Source: an optimization exercise on an open RTL-to-GDS flow (aim: a short achievable clock period and few clock cycles per item). Production flows keep margins and buffers that such runs may drop.
At most, simulation tests tie the RTL to the original design; equivalence was not proved.

==> run a: inputs <==
==> flow/design.v <==
`default_nettype none
package div_pkg;
    localparam int OP_LN = 32;           
endpackage
`default_nettype wire
`timescale 1ns/1ps
`default_nettype none
import div_pkg::*;
module div_unit #(
    parameter int RB = 4,
    parameter int XW = OP_LN + RB,
    parameter int NK = 1 << RB
) (
    input  wire [XW-1:0]       x,
    input  wire [NK*XW-1:0]    mul,    
    output logic [RB-1:0]      k,
    output logic [OP_LN-1:0]   r       
);
    logic [NK:0]      ge;              
    logic [OP_LN-1:0] d [NK];
    assign ge[0]  = 1'b1;
    assign ge[NK] = 1'b0;
    assign d[0]   = x[OP_LN-1:0];
    for (genvar j = 1; j < NK; j++) begin : g_cmp
        logic [XW:0] df;
        assign df    = {1'b0, x} - {1'b0, mul[j*XW +: XW]};
        assign ge[j] = ~df[XW];
        assign d[j]  = df[OP_LN-1:0];
    end
    always_comb begin
        k = '0;
        r = '0;
        for (int j = 0; j < NK; j++) begin
            if (ge[j] && !ge[j+1]) begin
                k = k | RB'(j);
                r = r | d[j];
            end
        end
    end
endmodule
`default_nettype wire
`timescale 1ns/1ps
`default_nettype none
import div_pkg::*;
module div_top (
    input  wire              clk,
    input  wire              rst_n,
    input  wire [OP_LN-1:0]  op1,     
    input  wire [OP_LN-1:0]  op2,     
    input  wire [2:0]        funct3,
    input  wire              start,
    input  wire              ack,
    output logic [OP_LN-1:0] result,
    output logic             done
);
    localparam int R0   = 3;                           
    localparam int RB   = 5;                           
    localparam int NK   = 1 << RB;
    localparam int NK0  = 1 << R0;
    localparam int XW   = OP_LN + RB;                  
    localparam int X0W  = OP_LN + R0;                  
    localparam int MMAX = (OP_LN - R0 + RB - 1) / RB;  
    localparam int CW   = 3;                           
    logic          st_prep, st_iter, st_neg;   
    logic [CW-1:0] cnt;                        
    logic          busy, accept;
    assign busy   = st_prep | st_iter | st_neg;
    assign accept = start & ~busy & (~done | ack);
    logic             sg, is_rem, a_neg, b_neg;
    logic [OP_LN-1:0] ap, bp;            
    logic             div0, ovfl, lt_p, eq_c2, eq_c3, mag_lt, fast;
    logic [OP_LN-1:0] fast_res;
    assign sg     = ~funct3[0];
    assign is_rem = funct3[1];
    assign a_neg  = sg & op1[OP_LN-1];
    assign b_neg  = sg & op2[OP_LN-1];
    assign ap     = op1 ^ {OP_LN{a_neg}};
    assign bp     = op2 ^ {OP_LN{b_neg}};
    assign div0   = (op2 == '0);
    assign ovfl   = sg & (op1 == {1'b1, {(OP_LN-1){1'b0}}}) & (op2 == '1);
    assign lt_p   = ap < bp;
    assign eq_c2  = ((op1 ^ op2) == '1);                                         
    assign eq_c3  = ((op1 ^ op2) == {(op1[OP_LN-2:0] | op2[OP_LN-2:0]), 1'b0});  
    assign mag_lt = (lt_p & ~(a_neg & ~b_neg & eq_c3)) | (~a_neg & b_neg & eq_c2);
    assign fast   = div0 | ovfl | mag_lt;
    always_comb begin
        if (is_rem) fast_res = ovfl ? '0 : op1;
        else        fast_res = div0 ? '1 : (ovfl ? op1 : '0);
    end
    logic [OP_LN-1:0] yb;
    logic [MMAX-1:0]  cfit;
    logic [CW-1:0]    m;
    logic [MMAX:0]    msel;              
    assign yb = (a_neg & ~b_neg) ? (bp >> 1) : bp;
    for (genvar j = 0; j < MMAX; j++) begin : g_fit
        assign cfit[j] = (ap >> (R0 + RB * j)) < yb;
    end
    always_comb begin
        m    = CW'(MMAX);
        msel = '0;
        for (int j = MMAX - 1; j >= 0; j--) begin
            if (cfit[j]) m = CW'(j);
        end
        msel[m] = 1'b1;
    end
    function automatic [X0W-1:0] csa_add(input [X0W-1:0] p, input [X0W-1:0] q, input [X0W-1:0] s);
        logic [X0W-1:0] sm, cy;
        sm      = p ^ q ^ s;
        cy      = ((p & q) | (p & s) | (q & s)) << 1;
        csa_add = sm + cy;
    endfunction
    logic [X0W-1:0] bpx, bnx;
    assign bpx = X0W'(bp);
    assign bnx = X0W'(b_neg);
    logic [OP_LN-1:0] a_q, b_q;          
    logic [X0W-1:0]   b3_q, b5_q, b7_q;  
    logic [CW-1:0]    m_q;
    logic [MMAX:0]    msel_q;
    logic             a_neg_q, q_neg_q, is_rem_q, fsel_q;
    logic [OP_LN-1:0] fres_q;
    always_ff @(posedge clk) begin
        if (!busy) begin
            a_q    <= a_neg ? -op1 : op1;
            b_q    <= b_neg ? -op2 : op2;
            b3_q   <= csa_add(bpx << 1, bpx, bnx * 3);
            b5_q   <= csa_add(bpx << 2, bpx, bnx * 5);
            b7_q   <= csa_add(bpx << 3, ~bpx, 1 + bnx * 7);    
            m_q    <= m;
            msel_q <= msel;
        end
        if (accept) begin                        
            a_neg_q  <= a_neg;
            q_neg_q  <= a_neg ^ b_neg;
            is_rem_q <= is_rem;
            fsel_q   <= fast;
            fres_q   <= fast_res;
        end
    end
    logic [X0W-1:0]     x0;
    logic [OP_LN-1:0]   dsh0;            
    logic [NK*XW-1:0]   mul_c;           
    logic [XW-1:0]      bq;
    logic [NK0*X0W-1:0] mul0;
    logic [R0-1:0]      k0;
    logic [OP_LN-1:0]   r0;
    always_comb begin
        x0   = '0;
        dsh0 = '0;
        for (int j = 0; j <= MMAX; j++) begin
            if (msel_q[j]) begin
                x0   = x0   | X0W'(a_q >> (RB * j));
                dsh0 = dsh0 | OP_LN'(a_q << (OP_LN - RB * j));
            end
        end
    end
    assign mul0 = {b7_q, b3_q << 1, b5_q, X0W'(b_q) << 2, b3_q, X0W'(b_q) << 1, X0W'(b_q), X0W'(0)};
    div_unit #(.RB(R0)) u_d0 (.x(x0), .mul(mul0), .k(k0), .r(r0));
    assign bq = XW'(b_q);
    always_comb begin
        mul_c = '0;
        for (int j = 1; j < NK; j += 2) begin
            case (j)
                1:       mul_c[j*XW +: XW] = bq;
                3:       mul_c[j*XW +: XW] = XW'(b3_q);
                5:       mul_c[j*XW +: XW] = XW'(b5_q);
                7:       mul_c[j*XW +: XW] = XW'(b7_q);
                default: mul_c[j*XW +: XW] = bq * XW'(j);
            endcase
        end
    end
    logic [NK*XW-1:0] mul_q, mul_i;
    logic [OP_LN-1:0] rem_q, dsh_q, quo_q, quom_q, fin_rem_q;
    logic [XW-1:0]    x1;
    logic [RB-1:0]    k1;
    logic [OP_LN-1:0] r1, rem_n;
    logic [OP_LN-1:0] quo_n, quom_n;
    logic             last;
    always_comb begin
        mul_i = mul_q;
        mul_i[0 +: XW] = '0;
        for (int j = 2; j < NK; j += 2) mul_i[j*XW +: XW] = mul_i[(j/2)*XW +: XW] << 1;
    end
    assign x1 = {rem_q, dsh_q[OP_LN-1 -: RB]};
    div_unit #(.RB(RB)) u_d1 (.x(x1), .mul(mul_i), .k(k1), .r(r1));
    assign quo_n  = {quo_q[OP_LN-RB-1:0], k1};
    assign quom_n = (k1 != '0) ? {quo_q[OP_LN-RB-1:0], k1 - 1'b1}
                               : {quom_q[OP_LN-RB-1:0], {RB{1'b1}}};
    assign rem_n = st_prep ? r0 : r1;
    assign last  = (st_prep & msel_q[0]) | (st_iter & (cnt == CW'(1)));
    always_ff @(posedge clk) begin
        if (st_prep) begin
            for (int j = 1; j < NK; j += 2) mul_q[j*XW +: XW] <= mul_c[j*XW +: XW];
            dsh_q  <= dsh0;
            quo_q  <= OP_LN'(k0);
            quom_q <= OP_LN'(k0) - 1'b1;
        end else if (st_iter) begin
            dsh_q  <= dsh_q << RB;
            quo_q  <= quo_n;
            quom_q <= quom_n;
        end
        if (st_prep | st_iter) rem_q <= rem_n;
        if (last)              fin_rem_q <= rem_n;
        else if (st_neg)       fin_rem_q <= -fin_rem_q;
    end
    always_comb begin
        if (fsel_q)        result = fres_q;
        else if (is_rem_q) result = fin_rem_q;
        else               result = q_neg_q ? ~quom_q : quo_q;
    end
    always_ff @(posedge clk or negedge rst_n) begin
        if (!rst_n) begin
            st_prep <= 1'b0;
            st_iter <= 1'b0;
            st_neg  <= 1'b0;
            cnt     <= '0;
            done    <= 1'b0;
        end else begin
            if (accept) begin
                done    <= fast;
                st_prep <= ~fast;
            end else if (ack) begin
                done    <= 1'b0;
            end
            if (st_prep) begin
                st_prep <= 1'b0;
                if (!msel_q[0]) begin
                    st_iter <= 1'b1;
                    cnt     <= m_q;
                end
            end
            if (st_iter) begin
                cnt <= cnt - 1'b1;
                if (cnt == CW'(1)) st_iter <= 1'b0;
            end
            if (last) begin
                if (is_rem_q & a_neg_q) st_neg <= 1'b1;
                else                    done   <= 1'b1;
            end
            if (st_neg) begin
                st_neg <= 1'b0;
                done   <= 1'b1;
            end
        end
    end
endmodule
`default_nettype wire
==> flow/flow/run.sh <==
#!/bin/bash
# The standard layout with stronger timing repair: the constraints (clock period,
# input/output delays, loads) are the standard flow's unchanged; repair_timing aims for a larger
# slack margin and may resize cells to other footprints
set -euo pipefail
bash standard.sh SETUP_SLACK_MARGIN=11.5 MATCH_CELL_FOOTPRINT=0 finish > flow_make.log 2>&1
==> flow/standard.sh <==
#!/bin/bash
# synth_recipe.tcl (not shown) runs the flow's synth.tcl, then flattens the netlist and writes it again
# the make line also repeats each setting of config.mk as NAME=value (left out here)
make -C /OpenROAD-flow-scripts/flow DESIGN_CONFIG=/design/flow/config.mk WORK_HOME=/design/flow/orfs CLKGATE_MAP_FILE= SYNTH_SCRIPT=/design/flow/synth_recipe.tcl "${@:-finish}"
==> flow/config.mk <==
export PLATFORM = sky130hd
export DESIGN_NAME = div_top
export DESIGN_NICKNAME = div_top
export VERILOG_FILES = /design/flow/design.v
export SDC_FILE = /design/flow/constraint.sdc
export NUM_CORES = 4
export LEC_CHECK = 0
export CAP_MARGIN = 20
export CORE_MARGIN = 2
export CORE_UTILIZATION = 25
export SLEW_MARGIN = 20
==> flow/constraint.sdc <==
create_clock -name core_clock -period 17.5 [get_ports {clk}]
set_input_delay 3.5000 -clock core_clock [delete_from_list [all_inputs] [get_ports {clk}]]
set_output_delay 3.5000 -clock core_clock [all_outputs]
set_load 0.01 [all_outputs]
==> inputs of run b, as changes to run a <==
--- a/flow/design.v
+++ b/flow/design.v
@@ -16,2 +16,4 @@
     output logic [RB-1:0]      k,
+    output logic [RB-1:0]      km1,    
+    output logic               knz,    
     output logic [OP_LN-1:0]   r       
@@ -23,2 +25,3 @@
     assign d[0]   = x[OP_LN-1:0];
+    assign knz    = ge[1];
     for (genvar j = 1; j < NK; j++) begin : g_cmp
@@ -30,8 +33,57 @@
     always_comb begin
-        k = '0;
-        r = '0;
+        k   = '0;
+        km1 = '0;
+        r   = '0;
         for (int j = 0; j < NK; j++) begin
             if (ge[j] && !ge[j+1]) begin
-                k = k | RB'(j);
-                r = r | d[j];
+                k   = k   | RB'(j);
+                km1 = km1 | RB'(j - 1);
+                r   = r   | d[j];
+            end
+        end
+    end
+endmodule
+`default_nettype wire
+`default_nettype none
+module div_unit_cs #(
+    parameter int RB = 3,
+    parameter int XW = OP_LN + RB,
+    parameter int NK = 1 << RB
+) (
+    input  wire [XW-1:0]       x,
+    input  wire [NK*XW-1:0]    ms,     
+    input  wire [NK*XW-1:0]    mc,
+    output logic [RB-1:0]      k,
+    output logic [RB-1:0]      km1,    
+    output logic               knz,    
+    output logic [OP_LN-1:0]   r       
+);
+    localparam int W = XW + 2;         
+    logic [NK:0]      ge;              
+    logic [OP_LN-1:0] d [NK];
+    assign ge[0]  = 1'b1;
+    assign ge[NK] = 1'b0;
+    assign d[0]   = x[OP_LN-1:0];
+    assign knz    = ge[1];
+    for (genvar j = 1; j < NK; j++) begin : g_cmp
+        logic [W-1:0] xs, ns, nc, u, mj, v, df;
+        assign xs    = {2'b00, x};
+        assign ns    = ~{2'b00, ms[j*XW +: XW]};
+        assign nc    = ~{2'b00, mc[j*XW +: XW]};
+        assign u     = xs ^ ns ^ nc;
+        assign mj    = (xs & ns) | (xs & nc) | (ns & nc);
+        assign v     = {mj[W-2:0], 1'b1};
+        assign df    = u - ~v;
+        assign ge[j] = ~df[W-1];
+        assign d[j]  = df[OP_LN-1:0];
+    end
+    always_comb begin
+        k   = '0;
+        km1 = '0;
+        r   = '0;
+        for (int j = 0; j < NK; j++) begin
+            if (ge[j] && !ge[j+1]) begin
+                k   = k   | RB'(j);
+                km1 = km1 | RB'(j - 1);
+                r   = r   | d[j];
             end
@@ -70,2 +122,3 @@
     logic [OP_LN-1:0] ap, bp;            
+    logic [OP_LN-1:0] op1_n, op2_n;
     logic             div0, ovfl, lt_p, eq_c2, eq_c3, mag_lt, fast;
@@ -76,2 +129,4 @@
     assign b_neg  = sg & op2[OP_LN-1];
+    assign op1_n  = ~op1;
+    assign op2_n  = ~op2;
     assign ap     = op1 ^ {OP_LN{a_neg}};
@@ -80,3 +135,10 @@
     assign ovfl   = sg & (op1 == {1'b1, {(OP_LN-1){1'b0}}}) & (op2 == '1);
-    assign lt_p   = ap < bp;
+    always_comb begin
+        case ({a_neg, b_neg})
+            2'b00:   lt_p = op1 < op2;
+            2'b01:   lt_p = op1 < op2_n;
+            2'b10:   lt_p = op1_n < op2;
+            default: lt_p = op1_n < op2_n;
+        endcase
+    end
     assign eq_c2  = ((op1 ^ op2) == '1);                                         
@@ -89,32 +151,41 @@
     end
-    logic [OP_LN-1:0] yb;
-    logic [MMAX-1:0]  cfit;
+    logic [MMAX-1:0]  cf_pp, cf_pn, cf_np, cf_nn, cfit;
     logic [CW-1:0]    m;
     logic [MMAX:0]    msel;              
-    assign yb = (a_neg & ~b_neg) ? (bp >> 1) : bp;
     for (genvar j = 0; j < MMAX; j++) begin : g_fit
-        assign cfit[j] = (ap >> (R0 + RB * j)) < yb;
-    end
-    always_comb begin
-        m    = CW'(MMAX);
-        msel = '0;
-        for (int j = MMAX - 1; j >= 0; j--) begin
-            if (cfit[j]) m = CW'(j);
-        end
-        msel[m] = 1'b1;
-    end
-    function automatic [X0W-1:0] csa_add(input [X0W-1:0] p, input [X0W-1:0] q, input [X0W-1:0] s);
-        logic [X0W-1:0] sm, cy;
-        sm      = p ^ q ^ s;
-        cy      = ((p & q) | (p & s) | (q & s)) << 1;
-        csa_add = sm + cy;
+        assign cf_pp[j] = (op1   >> (R0 + RB * j)) < op2;
+        assign cf_pn[j] = (op1   >> (R0 + RB * j)) < op2_n;
+        assign cf_np[j] = (op1_n >> (R0 + RB * j)) < (op2 >> 1);
+        assign cf_nn[j] = (op1_n >> (R0 + RB * j)) < op2_n;
+    end
+    always_comb begin
+        case ({a_neg, b_neg})
+            2'b00:   cfit = cf_pp;
+            2'b01:   cfit = cf_pn;
+            2'b10:   cfit = cf_np;
+            default: cfit = cf_nn;
+        endcase
+        msel[0] = cfit[0];
+        for (int j = 1; j < MMAX; j++) msel[j] = cfit[j] & ~cfit[j-1];
+        msel[MMAX] = ~cfit[MMAX-1];
+        m = '0;
+        for (int j = 0; j <= MMAX; j++) if (msel[j]) m = m | CW'(j);
+    end
+    function automatic [2*X0W-1:0] csa(input [X0W-1:0] p, input [X0W-1:0] q, input [X0W-1:0] s);
+        csa = {p ^ q ^ s, ((p & q) | (p & s) | (q & s)) << 1};
     endfunction
-    logic [X0W-1:0] bpx, bnx;
-    assign bpx = X0W'(bp);
-    assign bnx = X0W'(b_neg);
+    logic [X0W-1:0]   bpx, bnx;
+    logic [2*X0W-1:0] b3, b5, b7, b7n;
+    assign bpx = X0W'(op2);
+    assign bnx = X0W'(op2_n);
+    assign b7n = csa(bnx << 2, bnx << 1, bnx);
+    assign b3  = b_neg ? csa(bnx << 1, bnx, X0W'(3)) : csa(bpx << 1, bpx, '0);
+    assign b5  = b_neg ? csa(bnx << 2, bnx, X0W'(5)) : csa(bpx << 2, bpx, '0);
+    assign b7  = b_neg ? csa(b7n[2*X0W-1:X0W], b7n[X0W-1:0], X0W'(7)) : csa(bpx << 2, bpx << 1, bpx);
     logic [OP_LN-1:0] a_q, b_q;          
-    logic [X0W-1:0]   b3_q, b5_q, b7_q;  
+    logic [2*X0W-1:0] b3_q, b5_q, b7_q;  
     logic [CW-1:0]    m_q;
     logic [MMAX:0]    msel_q;
-    logic             a_neg_q, q_neg_q, is_rem_q, fsel_q;
+    logic             a_neg_q, q_neg_q, is_rem_q;
+    logic             sel_f_q, sel_r_q, sel_qm_q, sel_q_q;    
     logic [OP_LN-1:0] fres_q;
@@ -124,5 +195,5 @@
             b_q    <= b_neg ? -op2 : op2;
-            b3_q   <= csa_add(bpx << 1, bpx, bnx * 3);
-            b5_q   <= csa_add(bpx << 2, bpx, bnx * 5);
-            b7_q   <= csa_add(bpx << 3, ~bpx, 1 + bnx * 7);    
+            b3_q   <= b3;
+            b5_q   <= b5;
+            b7_q   <= b7;
             m_q    <= m;
@@ -134,3 +205,6 @@
             is_rem_q <= is_rem;
-            fsel_q   <= fast;
+            sel_f_q  <= fast;
+            sel_r_q  <= ~fast & is_rem;
+            sel_qm_q <= ~fast & ~is_rem & (a_neg ^ b_neg);
+            sel_q_q  <= ~fast & ~is_rem & ~(a_neg ^ b_neg);
             fres_q   <= fast_res;
@@ -143,3 +217,4 @@
     logic [NK0*X0W-1:0] mul0;
-    logic [R0-1:0]      k0;
+    logic [R0-1:0]      k0, k0m1;
+    logic               k0nz;
     logic [OP_LN-1:0]   r0;
@@ -155,4 +230,10 @@
     end
-    assign mul0 = {b7_q, b3_q << 1, b5_q, X0W'(b_q) << 2, b3_q, X0W'(b_q) << 1, X0W'(b_q), X0W'(0)};
-    div_unit #(.RB(R0)) u_d0 (.x(x0), .mul(mul0), .k(k0), .r(r0));
+    logic [X0W-1:0]     s3, c3, s5, c5, s7, c7;
+    logic [NK0*X0W-1:0] mul0c;
+    assign {s3, c3} = b3_q;
+    assign {s5, c5} = b5_q;
+    assign {s7, c7} = b7_q;
+    assign mul0  = {s7, s3 << 1, s5, X0W'(b_q) << 2, s3, X0W'(b_q) << 1, X0W'(b_q), X0W'(0)};
+    assign mul0c = {c7, c3 << 1, c5, X0W'(0),        c3, X0W'(0),        X0W'(0),    X0W'(0)};
+    div_unit_cs #(.RB(R0)) u_d0 (.x(x0), .ms(mul0), .mc(mul0c), .k(k0), .km1(k0m1), .knz(k0nz), .r(r0));
     assign bq = XW'(b_q);
@@ -163,5 +244,5 @@
                 1:       mul_c[j*XW +: XW] = bq;
-                3:       mul_c[j*XW +: XW] = XW'(b3_q);
-                5:       mul_c[j*XW +: XW] = XW'(b5_q);
-                7:       mul_c[j*XW +: XW] = XW'(b7_q);
+                3:       mul_c[j*XW +: XW] = XW'(s3 + c3);
+                5:       mul_c[j*XW +: XW] = XW'(s5 + c5);
+                7:       mul_c[j*XW +: XW] = XW'(s7 + c7);
                 default: mul_c[j*XW +: XW] = bq * XW'(j);
@@ -173,3 +254,4 @@
     logic [XW-1:0]    x1;
-    logic [RB-1:0]    k1;
+    logic [RB-1:0]    k1, k1m1;
+    logic             k1nz;
     logic [OP_LN-1:0] r1, rem_n;
@@ -183,6 +265,6 @@
     assign x1 = {rem_q, dsh_q[OP_LN-1 -: RB]};
-    div_unit #(.RB(RB)) u_d1 (.x(x1), .mul(mul_i), .k(k1), .r(r1));
+    div_unit #(.RB(RB)) u_d1 (.x(x1), .mul(mul_i), .k(k1), .km1(k1m1), .knz(k1nz), .r(r1));
     assign quo_n  = {quo_q[OP_LN-RB-1:0], k1};
-    assign quom_n = (k1 != '0) ? {quo_q[OP_LN-RB-1:0], k1 - 1'b1}
-                               : {quom_q[OP_LN-RB-1:0], {RB{1'b1}}};
+    assign quom_n = k1nz ? {quo_q[OP_LN-RB-1:0], k1m1}
+                         : {quom_q[OP_LN-RB-1:0], {RB{1'b1}}};
     assign rem_n = st_prep ? r0 : r1;
@@ -194,3 +276,3 @@
             quo_q  <= OP_LN'(k0);
-            quom_q <= OP_LN'(k0) - 1'b1;
+            quom_q <= k0nz ? OP_LN'(k0m1) : '1;
         end else if (st_iter) begin
@@ -204,7 +286,4 @@
     end
-    always_comb begin
-        if (fsel_q)        result = fres_q;
-        else if (is_rem_q) result = fin_rem_q;
-        else               result = q_neg_q ? ~quom_q : quo_q;
-    end
+    assign result = ({OP_LN{sel_f_q}}  & fres_q)    | ({OP_LN{sel_r_q}} & fin_rem_q) |
+                    ({OP_LN{sel_qm_q}} & ~quom_q)   | ({OP_LN{sel_q_q}} & quo_q);
     always_ff @(posedge clk or negedge rst_n) begin
==> results by group <==
Outcome
  – Run status: complete, no violations

Yosys
  – Top post-synthesis cells by area: ha_1, edfxtp_1, fa_1
  – Post-synth EDFFs: 968

Route
  – Met1 Wirelength: 323 mm
  – DR vias: 157000

Final layout
  – Fraction of area in multi-input gates: 65.5%
Source of the figures above: run b

==> results by group <==
Outcome
  – Run status: complete, no violations

Final layout
  – Fraction of area in multi-input gates: 65.6%

Yosys
  – Top post-synthesis cells by area: ha_1, edfxtp_1, xnor2_1
  – Post-synth EDFFs: a little under 900
  – Simple-gate share of the synthesized area: 13.6%

Route
  – DR vias: 136000
  – Met1 Wirelength: between 300 and 400 mm

Global route
  – Vias in the first global route: 132000
Source of the figures above: run a

Testbench counts of run b, summed over its fixed seeds: cycles 5,750, items 2,400.
Function not checked in run a: the RTL went through the layout flow alone.

==> separate check: timing with driven ports <==
The flow's constraints put no driver on any port. The routed layouts listed below were extracted and timed again, unchanged, in two steps.
Step 1: set_driving_cell puts a clkbuf_16 on clk and a buf_2 on each other input, an assumption about the parent block.
Step 2 also shifts input and output timing later by t, the mid clock arrival at the registers, as if the neighbouring blocks saw the same clock.
Three values: ideal, step 1, step 2; two values: the first two.
run | shift t [ns] | slack for setup (ns) | worst setup path after step 2 | worst register clock-pin slew, ns | pins driven straight from the clock port
run a | 1.020 | 10.167 / 10.229 / 9.209 | input to register | 0.08 / 0.08 | 1
run b | 1.060 | 11.090 / 11.090 / 10.335 | input to register | 0.08 / 0.08 | 1
After both steps setup and hold are still met in every run listed. The setup slack of run a, which loses most, moves by +0.062 ns with the drivers and by -0.958 ns with both steps.
